Background: an optimization exercise with open tools, aiming at small area, a short achievable clock period and few clock cycles. Do not read the settings as production practice. Function was checked by simulation only, so behaviour that the tests miss may differ from the original. Power is estimated from default activity; no workload was simulated.

## flow/config.mk

```make
export PLATFORM = sky130hd
export DESIGN_NAME = llc_core
export DESIGN_NICKNAME = llc_core
export VERILOG_FILES = /design/flow/design.v
export SDC_FILE = /design/flow/constraint.sdc
export NUM_CORES = 4
export LEC_CHECK = 0
export CAP_MARGIN = 20
export CORE_MARGIN = 2
export CORE_UTILIZATION = 40
export SLEW_MARGIN = 20
```

## flow/constraint.sdc

```tcl
create_clock -name core_clock -period 6.5 [get_ports {clk}]
set_input_delay 1.3000 -clock core_clock [delete_from_list [all_inputs] [get_ports {clk}]]
set_output_delay 1.3000 -clock core_clock [all_outputs]
set_load 0.01 [all_outputs]
```

## flow/design.v

```verilog
package llc_pkg;
    localparam int LLC_WAYS      = 4;
    localparam int LLC_SETS      = 16;
    localparam int LLC_SET_BITS  = 4;
    localparam int LLC_TAG_BITS  = 8;
    localparam int LLC_WAY_BITS  = 2;
    localparam int LLC_LINE_BITS = 32;
    typedef logic [LLC_TAG_BITS+LLC_SET_BITS-1:0] line_addr_t;
    typedef logic [LLC_SET_BITS-1:0]              llc_set_t;
    typedef logic [LLC_TAG_BITS-1:0]              llc_tag_t;
    typedef logic [LLC_WAY_BITS-1:0]              llc_way_t;
    typedef logic [LLC_LINE_BITS-1:0]             line_t;
    typedef logic [LLC_WAYS-1:0]                  way_mask_t;
    typedef struct packed {
        logic       write;
        line_addr_t addr;
        line_t      data;
    } cpu_req_t;
    typedef struct packed {
        line_t data;
    } cpu_rsp_t;
    typedef struct packed {
        logic       write;
        line_addr_t addr;
        line_t      data;
    } mem_req_t;
    typedef struct packed {
        line_t data;
    } mem_rsp_t;
    typedef struct packed {
        logic     hit;
        llc_way_t hit_way;
        llc_way_t victim_way;
        logic     victim_valid;
        logic     victim_dirty;
        llc_tag_t victim_tag;
    } tag_result_t;
    typedef enum logic [2:0] {
        IDLE,
        LOOKUP,
        PROCESS,
        WRITEBACK,
        FILL_REQ,
        FILL_WAIT,
        RESPOND
    } llc_state_e;
endpackage
`timescale 1ns/1ps
module llc_tag_store (
    input  logic                 clk,
    input  logic                 rst,
    input  logic                 lookup_i,
    input  llc_pkg::line_addr_t  addr_i,
    input  logic                 tag_wr_i,
    input  llc_pkg::llc_way_t    wr_way_i,
    input  logic                 wr_dirty_i,
    output llc_pkg::tag_result_t result_o
);
    llc_pkg::way_mask_t valid_q  [llc_pkg::LLC_SETS];
    llc_pkg::way_mask_t dirty_q  [llc_pkg::LLC_SETS];
    llc_pkg::llc_way_t  victim_q [llc_pkg::LLC_SETS];
    llc_pkg::llc_tag_t  tag_q    [llc_pkg::LLC_SETS][llc_pkg::LLC_WAYS];
    llc_pkg::llc_set_t    set;
    llc_pkg::llc_tag_t    tag;
    llc_pkg::llc_way_t    victim_way;
    logic                 hit;
    llc_pkg::llc_way_t    hit_way;
    llc_pkg::tag_result_t lookup_res;
    llc_pkg::tag_result_t result_q;
    assign set        = addr_i[llc_pkg::LLC_SET_BITS-1:0];
    assign tag        = addr_i[llc_pkg::LLC_SET_BITS +: llc_pkg::LLC_TAG_BITS];
    assign victim_way = victim_q[set];
    always_comb begin
        hit     = 1'b0;
        hit_way = '0;
        for (int w = 0; w < llc_pkg::LLC_WAYS; w++) begin
            if (valid_q[set][w] && (tag_q[set][w] == tag)) begin
                hit     = 1'b1;
                hit_way = llc_pkg::llc_way_t'(w);
            end
        end
    end
    always_comb begin
        lookup_res.hit          = hit;
        lookup_res.hit_way      = hit_way;
        lookup_res.victim_way   = victim_way;
        lookup_res.victim_valid = valid_q[set][victim_way];
        lookup_res.victim_dirty = dirty_q[set][victim_way];
        lookup_res.victim_tag   = tag_q[set][victim_way];
    end
    always_ff @(posedge clk or negedge rst) begin
        if (!rst) begin
            for (int s = 0; s < llc_pkg::LLC_SETS; s++) begin
                valid_q[s]  <= '0;
                dirty_q[s]  <= '0;
                victim_q[s] <= '0;
            end
            result_q <= '0;
        end else begin
            if (lookup_i) begin
                result_q <= lookup_res;
            end
            if (tag_wr_i) begin
                valid_q[set][wr_way_i] <= 1'b1;
                dirty_q[set][wr_way_i] <= wr_dirty_i;
                if (wr_way_i == victim_way) begin
                    victim_q[set] <= victim_way + llc_pkg::llc_way_t'(1);
                end
            end
        end
    end
    always_ff @(posedge clk) begin
        if (tag_wr_i) begin
            tag_q[set][wr_way_i] <= tag;
        end
    end
    assign result_o = result_q;
endmodule
`timescale 1ns/1ps
module llc_line_store (
    input  logic              clk,
    input  logic              lookup_i,
    input  llc_pkg::llc_set_t set_i,
    input  logic              line_wr_i,
    input  llc_pkg::llc_way_t wr_way_i,
    input  llc_pkg::line_t    wr_line_i,
    output llc_pkg::line_t [llc_pkg::LLC_WAYS-1:0] lines_o
);
    llc_pkg::line_t data_q [llc_pkg::LLC_SETS][llc_pkg::LLC_WAYS];
    llc_pkg::line_t [llc_pkg::LLC_WAYS-1:0] rd_q;
    always_ff @(posedge clk) begin
        if (line_wr_i) begin
            data_q[set_i][wr_way_i] <= wr_line_i;
        end
    end
    always_ff @(posedge clk) begin
        if (lookup_i) begin
            for (int w = 0; w < llc_pkg::LLC_WAYS; w++) begin
                rd_q[w] <= data_q[set_i][w];
            end
        end
    end
    always_comb begin
        for (int w = 0; w < llc_pkg::LLC_WAYS; w++) begin
            lines_o[w] = rd_q[w];
        end
    end
endmodule
`timescale 1ns/1ps
module llc_controller (
    input  logic                 clk,
    input  logic                 rst,
    input  logic                 req_valid_i,
    output logic                 req_ready_o,
    input  llc_pkg::cpu_req_t    req_i,
    output logic                 rsp_valid_o,
    input  logic                 rsp_ready_i,
    output llc_pkg::cpu_rsp_t    rsp_o,
    output logic                 mem_req_valid_o,
    input  logic                 mem_req_ready_i,
    output llc_pkg::mem_req_t    mem_req_o,
    input  logic                 mem_rsp_valid_i,
    output logic                 mem_rsp_ready_o,
    input  llc_pkg::mem_rsp_t    mem_rsp_i,
    output logic                 lookup_o,
    output llc_pkg::line_addr_t  addr_o,
    input  llc_pkg::tag_result_t tag_result_i,
    input  llc_pkg::line_t [llc_pkg::LLC_WAYS-1:0] lines_i,
    output logic                 tag_wr_o,
    output logic                 line_wr_o,
    output llc_pkg::llc_way_t    wr_way_o,
    output logic                 wr_dirty_o,
    output llc_pkg::line_t       wr_line_o
);
    llc_pkg::llc_state_e state_q;
    llc_pkg::llc_state_e state_d;
    llc_pkg::cpu_req_t req_q;
    llc_pkg::cpu_rsp_t rsp_q;
    logic              rsp_valid_q;
    logic              rsp_load;
    llc_pkg::line_t    rsp_line;
    llc_pkg::line_t    fill_line;
    llc_pkg::line_t    victim_line;
    logic              rsp_fire;
    assign req_ready_o     = (state_q == llc_pkg::IDLE);
    assign mem_rsp_ready_o = (state_q == llc_pkg::FILL_WAIT);
    assign mem_req_valid_o = (state_q == llc_pkg::WRITEBACK) || (state_q == llc_pkg::FILL_REQ);
    assign rsp_valid_o     = rsp_valid_q;
    assign rsp_o           = rsp_q;
    assign rsp_fire        = rsp_valid_q && rsp_ready_i;
    assign lookup_o = (state_q == llc_pkg::LOOKUP);
    assign addr_o   = req_q.addr;
    assign victim_line = lines_i[tag_result_i.victim_way];
    assign fill_line   = req_q.write ? req_q.data : mem_rsp_i.data;
    always_comb begin
        if (state_q == llc_pkg::WRITEBACK) begin
            mem_req_o.write = 1'b1;
            mem_req_o.addr  = {tag_result_i.victim_tag, req_q.addr[llc_pkg::LLC_SET_BITS-1:0]};
            mem_req_o.data  = victim_line;
        end else begin
            mem_req_o.write = 1'b0;
            mem_req_o.addr  = req_q.addr;
            mem_req_o.data  = '0;
        end
    end
    always_comb begin
        state_d    = state_q;
        tag_wr_o   = 1'b0;
        line_wr_o  = 1'b0;
        wr_way_o   = tag_result_i.hit_way;
        wr_dirty_o = 1'b0;
        wr_line_o  = req_q.data;
        rsp_load   = 1'b0;
        rsp_line   = lines_i[tag_result_i.hit_way];
        case (state_q)
            llc_pkg::IDLE: begin
                if (req_valid_i) begin
                    state_d = llc_pkg::LOOKUP;
                end
            end
            llc_pkg::LOOKUP: begin
                state_d = llc_pkg::PROCESS;
            end
            llc_pkg::PROCESS: begin
                if (tag_result_i.hit) begin
                    rsp_load = 1'b1;
                    if (req_q.write) begin
                        tag_wr_o   = 1'b1;
                        line_wr_o  = 1'b1;
                        wr_dirty_o = 1'b1;
                        rsp_line   = req_q.data;
                    end
                    state_d = llc_pkg::RESPOND;
                end else if (tag_result_i.victim_valid && tag_result_i.victim_dirty) begin
                    state_d = llc_pkg::WRITEBACK;
                end else begin
                    state_d = llc_pkg::FILL_REQ;
                end
            end
            llc_pkg::WRITEBACK: begin
                if (mem_req_ready_i) begin
                    state_d = llc_pkg::FILL_REQ;
                end
            end
            llc_pkg::FILL_REQ: begin
                if (mem_req_ready_i) begin
                    state_d = llc_pkg::FILL_WAIT;
                end
            end
            llc_pkg::FILL_WAIT: begin
                if (mem_rsp_valid_i) begin
                    tag_wr_o   = 1'b1;
                    line_wr_o  = 1'b1;
                    wr_way_o   = tag_result_i.victim_way;
                    wr_dirty_o = req_q.write;
                    wr_line_o  = fill_line;
                    rsp_load   = 1'b1;
                    rsp_line   = fill_line;
                    state_d    = llc_pkg::RESPOND;
                end
            end
            llc_pkg::RESPOND: begin
                if (rsp_fire) begin
                    state_d = llc_pkg::IDLE;
                end
            end
            default: begin
                state_d = llc_pkg::IDLE;
            end
        endcase
    end
    always_ff @(posedge clk or negedge rst) begin
        if (!rst) begin
            state_q     <= llc_pkg::IDLE;
            rsp_valid_q <= 1'b0;
        end else begin
            state_q <= state_d;
            if (rsp_fire) begin
                rsp_valid_q <= 1'b0;
            end else if (state_q == llc_pkg::RESPOND) begin
                rsp_valid_q <= 1'b1;
            end
        end
    end
    always_ff @(posedge clk) begin
        if (req_valid_i && req_ready_o) begin
            req_q <= req_i;
        end
        if (rsp_load) begin
            rsp_q.data <= rsp_line;
        end
    end
endmodule
`timescale 1ns/1ps
module llc_core (
    input  logic              clk,
    input  logic              rst,
    input  logic              cpu_req_valid_i,
    output logic              cpu_req_ready_o,
    input  llc_pkg::cpu_req_t cpu_req_i,
    output logic              cpu_rsp_valid_o,
    input  logic              cpu_rsp_ready_i,
    output llc_pkg::cpu_rsp_t cpu_rsp_o,
    output logic              mem_req_valid_o,
    input  logic              mem_req_ready_i,
    output llc_pkg::mem_req_t mem_req_o,
    input  logic              mem_rsp_valid_i,
    output logic              mem_rsp_ready_o,
    input  llc_pkg::mem_rsp_t mem_rsp_i
);
    logic                 lookup;
    llc_pkg::line_addr_t  addr;
    llc_pkg::tag_result_t tag_result;
    llc_pkg::line_t [llc_pkg::LLC_WAYS-1:0] lines;
    logic                 tag_wr;
    logic                 line_wr;
    llc_pkg::llc_way_t    wr_way;
    logic                 wr_dirty;
    llc_pkg::line_t       wr_line;
    llc_tag_store tag_store_u (
        .clk        (clk),
        .rst        (rst),
        .lookup_i   (lookup),
        .addr_i     (addr),
        .tag_wr_i   (tag_wr),
        .wr_way_i   (wr_way),
        .wr_dirty_i (wr_dirty),
        .result_o   (tag_result)
    );
    llc_line_store line_store_u (
        .clk       (clk),
        .lookup_i  (lookup),
        .set_i     (addr[llc_pkg::LLC_SET_BITS-1:0]),
        .line_wr_i (line_wr),
        .wr_way_i  (wr_way),
        .wr_line_i (wr_line),
        .lines_o   (lines)
    );
    llc_controller controller_u (
        .clk             (clk),
        .rst             (rst),
        .req_valid_i     (cpu_req_valid_i),
        .req_ready_o     (cpu_req_ready_o),
        .req_i           (cpu_req_i),
        .rsp_valid_o     (cpu_rsp_valid_o),
        .rsp_ready_i     (cpu_rsp_ready_i),
        .rsp_o           (cpu_rsp_o),
        .mem_req_valid_o (mem_req_valid_o),
        .mem_req_ready_i (mem_req_ready_i),
        .mem_req_o       (mem_req_o),
        .mem_rsp_valid_i (mem_rsp_valid_i),
        .mem_rsp_ready_o (mem_rsp_ready_o),
        .mem_rsp_i       (mem_rsp_i),
        .lookup_o        (lookup),
        .addr_o          (addr),
        .tag_result_i    (tag_result),
        .lines_i         (lines),
        .tag_wr_o        (tag_wr),
        .line_wr_o       (line_wr),
        .wr_way_o        (wr_way),
        .wr_dirty_o      (wr_dirty),
        .wr_line_o       (wr_line)
    );
endmodule
```

## flow/run.sh

```bash
#!/bin/bash
# synth_recipe.tcl (not shown) runs the flow's synth.tcl, then flattens the netlist and writes it again
# the make line also repeats each setting of config.mk as NAME=value (left out here)
make -C /OpenROAD-flow-scripts/flow DESIGN_CONFIG=/design/flow/config.mk WORK_HOME=/design/flow/orfs CLKGATE_MAP_FILE= SYNTH_SCRIPT=/design/flow/synth_recipe.tcl finish
```

==> summary.txt <==
-- flip-flops by register name, indices dropped and copies added (netlist names), named ones only --
name and cells:
line_store_u.data_q 2048, line_store_u.rd_q 128, controller_u.req_q 45, controller_u.state_q 3, tag_store_u.valid_q 64, tag_store_u.dirty_q 64
tag_store_u.result_q 15, tag_store_u.victim_q 32, controller_u.rsp_q 32, tag_store_u.tag_q 512, controller_u.rsp_valid_q 1
-- per-layer routing --
layer	track usage, %	up-vias
met1	32.3	32300
met3	4.13	500
met2	35.9	3163
met5	0	-
li1	-	23300
met4	6.87	2
-- through the flow --
step           util, %  worst slack, ns
2_1_floorplan        -             1.08
3_3_place_gp      42.9             1.66
3_5_place_dp      42.9             1.64
4_1_cts           46.3             1.53
5_1_grt           46.3             1.50
6_report          46.3             1.61
-- layout make-up --
| type | instances | area, um2 | share of cell area [%] |
|---|---|---|---|
| antenna | 5 | 12.5 | 0.00929 |
| clock buffer | 394 | 8340 | 6.19 |
| clock inverter | 165 | 1600 | 1.18 |
| inverter | 23 | 101 | 0.0752 |
| multi-input combinational | 2029 | 28300 | 21.0 |
| sequential | 2948 | 87600 | 65.0 |
| tap | 3900 | 4880 | 3.62 |
| timing repair buffer | 401 | 3930 | 2.91 |
-- cells in the mapped netlist, types with 21 or more instances --
| master | instances | area (um2) |
|---|---|---|
| xnor2_1 | 24 | 210 |
| nor2b_1 | 42 | 263 |
| clkbuf_1 | 118 | 443 |
| o21ai_0 | 44 | 220 |
| nand2b_1 | 68 | 425 |
| a22o_1 | 71 | 622 |
| dfrtp_1 | 179 | 4480 |
| mux2_1 | 21 | 236 |
| buf_2 | 108 | 541 |
| a31oi_1 | 39 | 244 |
| mux2i_1 | 102 | 1020 |
| nand3_1 | 23 | 115 |
| a21oi_1 | 46 | 230 |
| buf_1 | 60 | 225 |
| o22ai_1 | 53 | 332 |
| mux2_2 | 56 | 631 |
| mux4_2 | 899 | 20200 |
| buf_4 | 27 | 203 |
| nor2_1 | 120 | 450 |
| nand2_1 | 232 | 871 |
| edfxtp_1 | 2765 | 83000 |
-- cell families after synthesis --
kind of cell,share of synthesized area [%]
AO/OA/AOI/OAI,2.13
adder cells (fa/ha/maj),0.0428
AND/OR/NAND/NOR,2.31
multiplexers,18.9
flip-flops,74.9
buffers and inverters,1.39
XOR/XNOR,0.276
-- power by group through the flow --
stage / Combinational [uW] / Clock, uW / Sequential, uW
floorplan: 5450 / 0 / 23100
global placement: 9180 / 0 / 23400
detailed placement: 9250 / 0 / 23400
CTS: 9300 / 17800 / 23000
global route: 9680 / 18600 / 23100
finish: 9240 / 17500 / 23000
-- cell usage in the layout, fill, tap and decap left out, drive strengths merged, types with 34 or more instances in the layout --
cell and count:
nand2 233, clkinv 119, o21ai 45, mux4 899, o22ai 53, nor2 120
a21oi 46, inv 34, edfxtp 2765, clkbuf 395, a31oi 39, dfrtp 179
mux2i 103, mux2 77, a22o 71, buf 238, nor2b 42, nand2b 68
clkdlybuf4s50 162
-- worst max-delay path by stage --
stage | startpoint | to | slack, ns | cells after the start
after floorplan | controller_u.state_q[1] | line_store_u.rd_q[0] | 1.08 | 5
after CTS | tag_store_u.result_q[10] | mem_req_o[4] | 1.53 | 4
after global routing | tag_store_u.result_q[10] | mem_req_o[28] | 1.50 | 4
final | tag_store_u.result_q[10] | mem_req_o[7] | 1.61 | 4
after detailed placement | mem_rsp_valid_i | line_store_u.data_q[6][3] | 1.64 | 7
after global placement | mem_rsp_valid_i | line_store_u.data_q[6][3] | 1.66 | 7
==> out/qor.txt <==
Status - complete, no violations
Routed len/inst - 34.3 um
Postcts setup bufs - 0
Starting density of the core - 40.2%
Final instance area - 135000 um2
Overall via count from detail_route - 59200
CTS tree - yes
Number of cells after detailed placement - 9301
Fin nets - 5802
Global-route wire length before repair - 471000 um
Flop2flop setup slack - 1.84 ns
Antenna-violating nets left - 0
Top Layer Used - met5
CTS max path bufs - 4
Met3 WL - 31800 um
Clock Latency Late Sink - 0.89 ns
Slew headroom - 15.0%
CP required - 5.20 ns
Post-DP Area - 125000 um2
Largest net degree at the start of global routing - 117
Critical path, cell by cell - buf_4 > mux4_2 > nor2b_1 > clkdlybuf4s50_1
CP max stage delay - 0.84 ns
Critical Path AT - 3.59 ns
Vias in the first global route - 58600
Int Pwr - 36000 uW
Post-synthesis cell count - 5324
Unrepaired setup endpoints after global routing - no
H-tree depth - 5
Fin crit share - 75.2%
Critical path type - reg2out
Row count - 198
CP Max Fanout - 20
IO Pins - 164
Layout area overhead - 15.2%
Net Sw Frac - 27.7%
Startpoint Class - flip-flop
Top delay family on crit path - buffers and inverters
Dominant synthesized flop cell - edfxtp_1
Mapped Area - 117000 um2
Post-synth EDFFs - 2765
Switching power - 13800 uW
R2R Path End - tag_store_u.victim_q[11][1]
Filler Cells Inserted - 23900
Clock skew - 0.0851 ns
Final Hold Fails - 0
Hold_buf cts - 0
Post-CTS Resized - 0
CTS buffer count - 312
Antenna violations before repair - 25
Reg2Reg Launch Point - controller_u.req_q[35]
DP HPWL - 209000 um
Die Y - 545 um
Max cap viols - 0
Vias per cell - 6.00
M1 WL - 135000 um
GP Congestion - 0.892
Asr flop ratio synth - 6.07%
Worst Hold Margin - 0.419 ns
Overflow after GRT - 0
Post-route DRC - 0
CP max stage cell - dfrtp_4
Buf/Inv on CP - 2
Pwr per Cell Area - 370 nW/um2
Seq pwr share - 46.2%
Synth Warn # - 6
Worst VDD drop - 0.273 mV
DRT iter0 DRCs - 8997
Clk pwr share - 35.2%
Sink Count - 2948
Met2 WL - 162000 um
Library cells used by synthesis - 76
FF+latch count, synth - 2948
Slew @ Worst Pin - 1.27 ns
Total routed wirelength - 338000 um
LEAKAGE - 0.0428 uW
Placeable Area - 291000 um2
Max Slew Vio Count - 0
Share of layout cells above drive strength 1 - 29.2%
Hold Crit Class - in2async
Fmax - 204 MHz
Syn Area/Cell - 22.0 um2
Port Buffers - 163
Die W - 545 um
Clk pin slew, worst setup/hold paths - 0.06 ns
Reg2reg path depth - 9
Full die area - 297000 um2
Sequential area share after synthesis - 74.9%
Final setup viols - 0
Pwr Total - 49800 uW
Post-Route Setup TNS - 0 ns
GRT Resource Usage Total - 22.7%
Post-Layout Cell Count - 9865
Final worst path period need - 4.89 ns
Syn nets - 5411
Comb pwr share - 18.5%
Crit. End Element - output port
Root Buffer Master - clkbuf_16
Pre-antenna DRT Iters - 8
Testbench counts, summed over its fixed seeds: cycles 99,535.

-- afterwards: timing with drivers on the ports --
No port has a modelled driver above. Below, the same layout with a new extraction and two added sets of constraints.
Step 1 assumes that a clkbuf_16 drives the clock port and a buf_2 every other input.
Step 2 moves the port delays by t, midway between the first and last clock arrival at a register: inputs arrive t later, outputs are due t later. That takes back most of the time a late clock gives input paths.
Three values: ideal ports, drivers, drivers and shift; two values: the first two.
t, ns: 0.942
slack for setup (ns): 1.610 / 1.513 / 1.616
slew at the worst register clock pin (ns): 0.07 / 0.07
worst data-port slew with drivers (ns): 0.08
cell pins on the clock port's net: 1
After both steps setup and hold are still met in this run. The setup slack of this run moves by -0.097 ns with the drivers and by +0.006 ns with both steps.
